Context: an optimization exercise on an open-source flow, tuned for small area and a short achievable clock period. The choices shown serve that exercise and are no tape-out recipe. Function was checked by simulation only, so behaviour that the tests miss may differ from the original. No activity file was given, so power comes from the tool's default toggle rates.

==> job 8885: inputs <==
==> flow/design.v <==
package simple_bus_pkg;
  typedef enum logic [1:0] {
    MODE_READ     = 2'b00,
    MODE_WRITE    = 2'b01,
    MODE_RD_BURST = 2'b10,
    MODE_WR_BURST = 2'b11
  } bus_mode_e;
  typedef enum logic [1:0] {
    IDLE,
    GRANT,
    WAIT,
    BEAT
  } slave_state_e;
  function automatic logic is_burst(input logic [1:0] mode);
    is_burst = mode[1];
  endfunction
  function automatic logic is_write(input logic [1:0] mode);
    is_write = mode[0];
  endfunction
endpackage
module simple_bus_mem_rd3 (
  input  logic [2:0] d,
  input  logic [2:0] s,
  output logic       y_n
);
  assign y_n = !((d[0] && s[0]) || (d[1] && s[1]) || (d[2] && s[2]));
endmodule
module simple_bus_mem_nand2 (
  input  logic [1:0] a,
  output logic       y
);
  assign y = !(&a);
endmodule
module simple_bus_mem_nor2 (
  input  logic [1:0] a,
  output logic       y
);
  assign y = !(|a);
endmodule
module simple_bus_mem_nand4 (
  input  logic [3:0] a,
  output logic       y
);
  assign y = !(&a);
endmodule
module simple_bus_mem_array #(
  parameter int N = 192
) (
  input  logic [N-1:0] d,
  input  logic [N-1:0] sel,
  output logic [1:0]   y_n
);
  localparam int N1 = N / 3;    
  localparam int N2 = N1 / 4;   
  localparam int N3 = N2 / 2;   
  localparam int N4 = N3 / 2;   
  logic [N1-1:0] l1_n;
  logic [N2-1:0] l2;
  logic [N3-1:0] l3_n;
  logic [N4-1:0] l4;
  for (genvar i = 0; i < N1; i++) begin : g_l1
    simple_bus_mem_rd3 u (.d(d[3*i +: 3]), .s(sel[3*i +: 3]), .y_n(l1_n[i]));
  end
  for (genvar i = 0; i < N2; i++) begin : g_l2
    simple_bus_mem_nand4 u (.a(l1_n[4*i +: 4]), .y(l2[i]));
  end
  for (genvar i = 0; i < N3; i++) begin : g_l3
    simple_bus_mem_nor2 u (.a(l2[2*i +: 2]), .y(l3_n[i]));
  end
  for (genvar i = 0; i < N4; i++) begin : g_l4
    simple_bus_mem_nand2 u (.a(l3_n[2*i +: 2]), .y(l4[i]));
  end
  for (genvar i = 0; i < 2; i++) begin : g_l5
    simple_bus_mem_nor2 u (.a(l4[2*i +: 2]), .y(y_n[i]));
  end
endmodule
module simple_bus_mem_slave #(
  parameter int AW          = 8,
  parameter int DW          = 16,
  parameter int DEPTH       = 192,
  parameter int WAIT_STATES = 1,
  parameter int BURST_LEN   = 4
) (
  input  logic          clk,
  input  logic          rst,
  input  logic          req,
  input  logic          start,
  input  logic [1:0]    mode,
  input  logic [AW-1:0] addr,
  input  logic [DW-1:0] wdata,
  output logic          gnt,
  output logic [DW-1:0] rdata,
  output logic          rdy,
  output logic          err
);
  localparam int NH = DEPTH / 8;
  logic [1:0]    st_q, st_d;
  logic          gnt_q, rdy_q, err_q;
  logic          wait_d;
  logic          in_grant, in_wait, in_beat, last, load;
  logic          write_q;
  logic [1:0]    left_q;
  logic [AW-1:0] addr_q;
  logic          oor_q, goor, boor;
  logic [NH-1:0] hi_q, ghi, bhi;
  logic [7:0]    lo_q, glo, blo;
  logic          at_top, at_end;
  logic [DEPTH-1:0][DW-1:0] mem;
  logic [DEPTH-1:0] sel;
  logic          wen;
  logic [DW-1:0] mem_rdata;
  logic [DW-1:0] rd_q;
  localparam logic [1:0] S_IDLE = 2'd0, S_GRANT = 2'd1, S_WAIT = 2'd2, S_BEAT = 2'd3;
  assign in_grant = (st_q == S_GRANT);
  assign in_wait  = (st_q == S_WAIT);
  assign in_beat  = (st_q == S_BEAT);
  assign last     = (left_q == 2'd0);
  always_comb begin
    st_d = st_q;
    unique case (st_q)
      S_IDLE:  if (req) st_d = S_GRANT;
      S_GRANT: if (start) st_d = S_WAIT; else if (!req) st_d = S_IDLE;
      S_WAIT:  st_d = S_BEAT;
      S_BEAT:  st_d = !last ? S_WAIT : req ? S_GRANT : S_IDLE;
      default: st_d = S_IDLE;
    endcase
  end
  assign wait_d = (st_d == S_WAIT);
  always_ff @(posedge clk or posedge rst) begin
    if (rst) begin
      st_q   <= S_IDLE;
      gnt_q  <= 1'b0;
      rdy_q  <= 1'b0;
      err_q  <= 1'b0;
    end else begin
      st_q   <= st_d;
      gnt_q  <= (st_d != S_IDLE);
      rdy_q  <= in_wait;
      err_q  <= in_wait && oor_q;
    end
  end
  assign load = wait_d;
  assign goor = (addr[7:6] == 2'b11);
  for (genvar i = 0; i < NH; i++) begin : g_ghi
    assign ghi[i] = (addr[7:3] == 5'(i));
  end
  for (genvar i = 0; i < 8; i++) begin : g_glo
    assign glo[i] = (addr[2:0] == 3'(i));
  end
  assign at_top = (addr_q == 8'd191);
  assign at_end = (addr_q == 8'd255);
  always_comb begin
    if (at_end) begin
      boor = 1'b0;
      bhi  = NH'(1);
      blo  = 8'd1;
    end else begin
      boor = oor_q || at_top;
      bhi  = lo_q[7] ? {hi_q[NH-2:0], 1'b0} : hi_q;
      blo  = {lo_q[6:0], lo_q[7]};
    end
  end
  always_ff @(posedge clk) begin
    if (in_grant && start) begin
      write_q <= mode[0];
      left_q  <= mode[1] ? 2'd3 : 2'd0;
    end else if (in_beat) begin
      left_q  <= left_q - 2'd1;
    end
    if (load) begin
      addr_q <= in_grant ? addr : addr_q + AW'(1);
      oor_q  <= in_grant ? goor : boor;
      hi_q   <= in_grant ? ghi : bhi;
      lo_q   <= in_grant ? glo : blo;
    end
  end
  for (genvar i = 0; i < DEPTH; i++) begin : g_sel
    assign sel[i] = hi_q[i/8] && lo_q[i%8];
  end
  assign wen = in_beat && write_q;
  for (genvar i = 0; i < DEPTH; i++) begin : g_word
    always_ff @(posedge clk) begin
      if (wen && sel[i]) mem[i] <= wdata;
    end
  end
  for (genvar b = 0; b < DW; b++) begin : g_rd
    logic [DEPTH-1:0] col;
    for (genvar i = 0; i < DEPTH; i++) begin : g_col
      assign col[i] = mem[i][b];
    end
    logic [1:0] half_n;
    simple_bus_mem_array #(.N(DEPTH)) u_rd (.d(col), .sel(sel), .y_n(half_n));
    simple_bus_mem_nand2 u_out (.a(half_n), .y(mem_rdata[b]));
  end
  always_ff @(posedge clk) rd_q <= mem_rdata;
  assign gnt   = gnt_q;
  assign rdy   = rdy_q;
  assign err   = err_q;
  assign rdata = rd_q;
endmodule
==> flow/run.sh <==
#!/bin/bash
# synth_recipe.tcl (not shown) runs the flow's synth.tcl, then flattens the netlist and writes it again
# the make line also repeats each setting of config.mk as NAME=value (left out here)
make -C /OpenROAD-flow-scripts/flow DESIGN_CONFIG=/design/flow/config.mk WORK_HOME=/design/flow/orfs CLKGATE_MAP_FILE= SYNTH_SCRIPT=/design/flow/synth_recipe.tcl finish
==> flow/config.mk <==
export PLATFORM = sky130hd
export DESIGN_NAME = simple_bus_mem_slave
export DESIGN_NICKNAME = simple_bus_mem_slave
export VERILOG_FILES = /design/flow/design.v
export SDC_FILE = /design/flow/constraint.sdc
export NUM_CORES = 4
export LEC_CHECK = 0
export CAP_MARGIN = 20
export CELL_PAD_IN_SITES_DETAIL_PLACEMENT = 1
export CORE_MARGIN = 2
export CORE_UTILIZATION = 40
export CTS_CLUSTER_DIAMETER = 80
export CTS_CLUSTER_SIZE = 30
export PLACE_DENSITY = 0.45
export SETUP_SLACK_MARGIN = 3.0
export SLEW_MARGIN = 20
export SYNTH_HIERARCHICAL = 1
==> flow/constraint.sdc <==
create_clock -name core_clock -period 5.5 [get_ports {clk}]
set_input_delay 1.1000 -clock core_clock [delete_from_list [all_inputs] [get_ports {clk}]]
set_output_delay 1.1000 -clock core_clock [all_outputs]
set_load 0.01 [all_outputs]
==> job 690: changes against job 8885 <==
--- a/flow/design.v
+++ b/flow/design.v
@@ -43,4 +43,28 @@
 );
   assign y = !(&a);
+endmodule
+module simple_bus_mem_oai21 (
+  input  logic a1,
+  input  logic a2,
+  input  logic b1,
+  output logic y
+);
+  assign y = !((a1 || a2) && b1);
+endmodule
+module simple_bus_mem_nand3 (
+  input  logic [2:0] a,
+  output logic       y
+);
+  assign y = !(&a);
+endmodule
+module simple_bus_mem_wmux (
+  input  logic sel_n,
+  input  logic d_n,
+  input  logic hold,
+  output logic y
+);
+  logic nh;
+  simple_bus_mem_nand2 u_n (.a({sel_n, hold}), .y(nh));
+  simple_bus_mem_oai21 u_o (.a1(sel_n), .a2(d_n), .b1(nh), .y(y));
 endmodule
 module simple_bus_mem_array #(
@@ -94,5 +118,6 @@
   output logic          err
 );
-  localparam int NH = DEPTH / 8;
+  localparam int RINGS = DEPTH / 3;
+  localparam int NS    = 3 * RINGS;
   logic [1:0]    st_q, st_d;
   logic          gnt_q, rdy_q, err_q;
@@ -102,13 +127,45 @@
   logic [1:0]    left_q;
   logic [AW-1:0] addr_q;
-  logic          oor_q, goor, boor;
-  logic [NH-1:0] hi_q, ghi, bhi;
-  logic [7:0]    lo_q, glo, blo;
+  logic          oor_q;
+  logic [7:0]    rh_q, rl_q;
+  logic [2:0]    rs_q;
+  logic [23:0]   hs_q, nhs;
+  logic [7:0]    rr_q;
+  logic          boor, nrd;
+  logic [7:0]    brh, brl, nrh;
+  logic [2:0]    bslot, nslot;
+  logic          hit_d, hit_q;
+  logic          goor;
+  logic [7:0]    grh, grl;
+  logic [2:0]    gcls, phn, gslot;
   logic          at_top, at_end;
-  logic [DEPTH-1:0][DW-1:0] mem;
-  logic [DEPTH-1:0] sel;
-  logic          wen;
+  logic [1:0]    ph_q;
+  logic [NS-1:0][DW-1:0] slot;
+  logic [NS-1:0] rsel;
   logic [DW-1:0] mem_rdata;
   logic [DW-1:0] rd_q;
+  logic          dv, de, park;
+  logic          pv_q, pe_q;
+  logic [AW-1:0] paddr_q;
+  logic [7:0]    prh, prl;
+  logic [DW-1:0] pdata_q;
+  logic          tv;
+  logic [7:0]    th, tl;
+  logic [DW-1:0] bus_n;
+  logic [RINGS-1:0] ins_n;
+  function automatic logic [2:0] add3(input logic [2:0] x, input logic [2:0] y);
+    add3[0] = (x[0] && y[0]) || (x[1] && y[2]) || (x[2] && y[1]);
+    add3[1] = (x[0] && y[1]) || (x[1] && y[0]) || (x[2] && y[2]);
+    add3[2] = (x[0] && y[2]) || (x[1] && y[1]) || (x[2] && y[0]);
+  endfunction
+  function automatic logic [2:0] digit3(input logic [1:0] d);
+    digit3[0] = (d == 2'd0) || (d == 2'd3);
+    digit3[1] = (d == 2'd1);
+    digit3[2] = (d == 2'd2);
+  endfunction
+  function automatic logic [2:0] addr_class(input logic [7:0] a);
+    addr_class = add3(add3(digit3(a[7:6]), digit3(a[5:4])),
+                      add3(digit3(a[3:2]), digit3(a[1:0])));
+  endfunction
   localparam logic [1:0] S_IDLE = 2'd0, S_GRANT = 2'd1, S_WAIT = 2'd2, S_BEAT = 2'd3;
   assign in_grant = (st_q == S_GRANT);
@@ -142,10 +199,14 @@
   assign load = wait_d;
   assign goor = (addr[7:6] == 2'b11);
-  for (genvar i = 0; i < NH; i++) begin : g_ghi
-    assign ghi[i] = (addr[7:3] == 5'(i));
-  end
-  for (genvar i = 0; i < 8; i++) begin : g_glo
-    assign glo[i] = (addr[2:0] == 3'(i));
-  end
+  assign gcls = addr_class(addr);
+  for (genvar i = 0; i < 8; i++) begin : g_gdec
+    assign grh[i] = !goor && (addr[5:3] == 3'(i));
+    assign grl[i] = !goor && (addr[2:0] == 3'(i));
+  end
+  assign phn[0] = (ph_q == 2'd2);
+  assign phn[1] = (ph_q == 2'd0) || (ph_q == 2'd3);
+  assign phn[2] = (ph_q == 2'd1);
+  assign gslot = add3(gcls, phn);
+  assign hit_d = !mode[0] && pv_q && !pe_q && (paddr_q == addr);
   assign at_top = (addr_q == 8'd191);
   assign at_end = (addr_q == 8'd255);
@@ -153,10 +214,25 @@
     if (at_end) begin
       boor = 1'b0;
-      bhi  = NH'(1);
-      blo  = 8'd1;
+      brh  = 8'd1;
+      brl  = 8'd1;
+      bslot = {rs_q[0], rs_q[2:1]};
+    end else if (at_top) begin
+      boor = 1'b1;
+      brh  = '0;
+      brl  = '0;
+      bslot = rs_q;
     end else begin
-      boor = oor_q || at_top;
-      bhi  = lo_q[7] ? {hi_q[NH-2:0], 1'b0} : hi_q;
-      blo  = {lo_q[6:0], lo_q[7]};
+      boor = oor_q;
+      brh  = rl_q[7] ? {rh_q[6:0], rh_q[7]} : rh_q;
+      brl  = {rl_q[6:0], rl_q[7]};
+      bslot = rs_q;
+    end
+  end
+  assign nrh   = in_grant ? grh : brh;
+  assign nslot = in_grant ? gslot : bslot;
+  assign nrd   = in_grant && hit_d;
+  for (genvar h = 0; h < 8; h++) begin : g_nhs
+    for (genvar s = 0; s < 3; s++) begin : g_s
+      assign nhs[3*h+s] = nrh[h] && nslot[s] && !nrd;
     end
   end
@@ -171,27 +247,68 @@
       addr_q <= in_grant ? addr : addr_q + AW'(1);
       oor_q  <= in_grant ? goor : boor;
-      hi_q   <= in_grant ? ghi : bhi;
-      lo_q   <= in_grant ? glo : blo;
-    end
-  end
-  for (genvar i = 0; i < DEPTH; i++) begin : g_sel
-    assign sel[i] = hi_q[i/8] && lo_q[i%8];
-  end
-  assign wen = in_beat && write_q;
-  for (genvar i = 0; i < DEPTH; i++) begin : g_word
+      rh_q   <= nrh;
+      rl_q   <= in_grant ? grl : brl;
+      rs_q   <= nslot;
+    end
+  end
+  always_ff @(posedge clk) begin
+    hs_q  <= load ? nhs : '0;
+    rr_q  <= load ? (in_grant ? grl : brl) : '0;
+    hit_q <= load && nrd;
+  end
+  always_ff @(posedge clk) ph_q <= (ph_q == 2'd2) ? 2'd0 : ph_q + 2'd1;
+  for (genvar r = 0; r < RINGS; r++) begin : g_ring
+    logic [DW-1:0] nxt;
+    for (genvar b = 0; b < DW; b++) begin : g_b
+      simple_bus_mem_wmux u_w (.sel_n(ins_n[r]), .d_n(bus_n[b]), .hold(slot[3*r+2][b]), .y(nxt[b]));
+    end
     always_ff @(posedge clk) begin
-      if (wen && sel[i]) mem[i] <= wdata;
+      slot[3*r]   <= nxt;
+      slot[3*r+1] <= slot[3*r];
+      slot[3*r+2] <= slot[3*r+1];
+    end
+  end
+  for (genvar r = 0; r < RINGS; r++) begin : g_rsel
+    for (genvar s = 0; s < 3; s++) begin : g_s
+      assign rsel[3*r+s] = hs_q[3*(r/8)+s] && rr_q[r%8];
     end
   end
   for (genvar b = 0; b < DW; b++) begin : g_rd
-    logic [DEPTH-1:0] col;
-    for (genvar i = 0; i < DEPTH; i++) begin : g_col
-      assign col[i] = mem[i][b];
+    logic [NS-1:0] col;
+    for (genvar i = 0; i < NS; i++) begin : g_col
+      assign col[i] = slot[i][b];
     end
     logic [1:0] half_n;
-    simple_bus_mem_array #(.N(DEPTH)) u_rd (.d(col), .sel(sel), .y_n(half_n));
-    simple_bus_mem_nand2 u_out (.a(half_n), .y(mem_rdata[b]));
+    logic       byp_n;
+    simple_bus_mem_array #(.N(NS)) u_rd (.d(col), .sel(rsel), .y_n(half_n));
+    simple_bus_mem_nand2 u_byp (.a({hit_q, pdata_q[b]}), .y(byp_n));
+    simple_bus_mem_nand3 u_out (.a({half_n, byp_n}), .y(mem_rdata[b]));
   end
   always_ff @(posedge clk) rd_q <= mem_rdata;
+  assign dv   = in_beat && write_q && !oor_q;
+  assign de   = dv && rs_q[1];
+  assign park = dv && !de;
+  always_ff @(posedge clk) begin
+    if (park) begin
+      pv_q    <= 1'b1;
+      pe_q    <= rs_q[0];
+      paddr_q <= addr_q;
+      pdata_q <= wdata;
+    end else begin
+      pv_q    <= pv_q && !pe_q;
+      pe_q    <= pv_q && !pe_q;
+    end
+  end
+  assign tv    = pe_q || de;
+  for (genvar i = 0; i < 8; i++) begin : g_pdec
+    assign prh[i] = (paddr_q[5:3] == 3'(i));
+    assign prl[i] = (paddr_q[2:0] == 3'(i));
+  end
+  assign th    = pe_q ? prh : rh_q;
+  assign tl    = pe_q ? prl : rl_q;
+  assign bus_n = ~(pe_q ? pdata_q : wdata);
+  for (genvar r = 0; r < RINGS; r++) begin : g_ins
+    assign ins_n[r] = !(tv && th[r/8] && tl[r%8]);
+  end
   assign gnt   = gnt_q;
   assign rdy   = rdy_q;
TNS_END_PERCENT = 5   (was unset)
==> summary.txt <==
status: complete, no violations
Layout clock area frac: 4.571%
Leakage: 39.35 nW
Inst Count DP: 10.56k
core footprint: 222500 um^2
synth unique cells: 44
total stage count of the critical path: 8
post-route clock period utilization: 51.32%
-- figures above: job 690

==> summary.txt <==
status: complete, no violations
post-route clock period utilization: 56.61%
Layout clock area frac: 4.033%
Inst Count DP: 8984
Leakage: 37.97 nW
synth unique cells: 42
-- figures above: job 8885

[re-timing with driven ports]
In the flow no input, the clock included, has a driving cell. The finished layouts below were timed again as built, in two steps.
Step 1 sets driving cells, clkbuf_16 on the clock port and buf_2 on the other inputs (assumed; they add their load-dependent delay and slew).
Step 2 adds t to the input delays and takes it off the output delays; t is the mean of the earliest and latest rising clock arrival at the registers after step 1. Input paths then give back, and output paths get back, about the clock's delay inside the block.
Slacks: ideal ports / drivers / drivers and shift; pairs: ideal ports / drivers.
| run | shift t [ns] | slack for setup (ns) | hold slack, ns | worst slew at a driven data input, ns | pins driven straight from the clock port |
|---|---|---|---|---|---|
| job 8885 | 0.952 | 2.386 / 2.386 / 2.234 | 0.422 / 0.344 / 0.613 | 0.23 | 1 |
| job 690 | 0.901 | 2.678 / 2.615 / 1.941 | 0.337 / 0.337 / 0.337 | 0.13 | 1 |
After both steps every run listed still meets setup and hold. The setup slack of job 690, which loses most, moves by -0.063 ns with the drivers and by -0.737 ns with both steps.
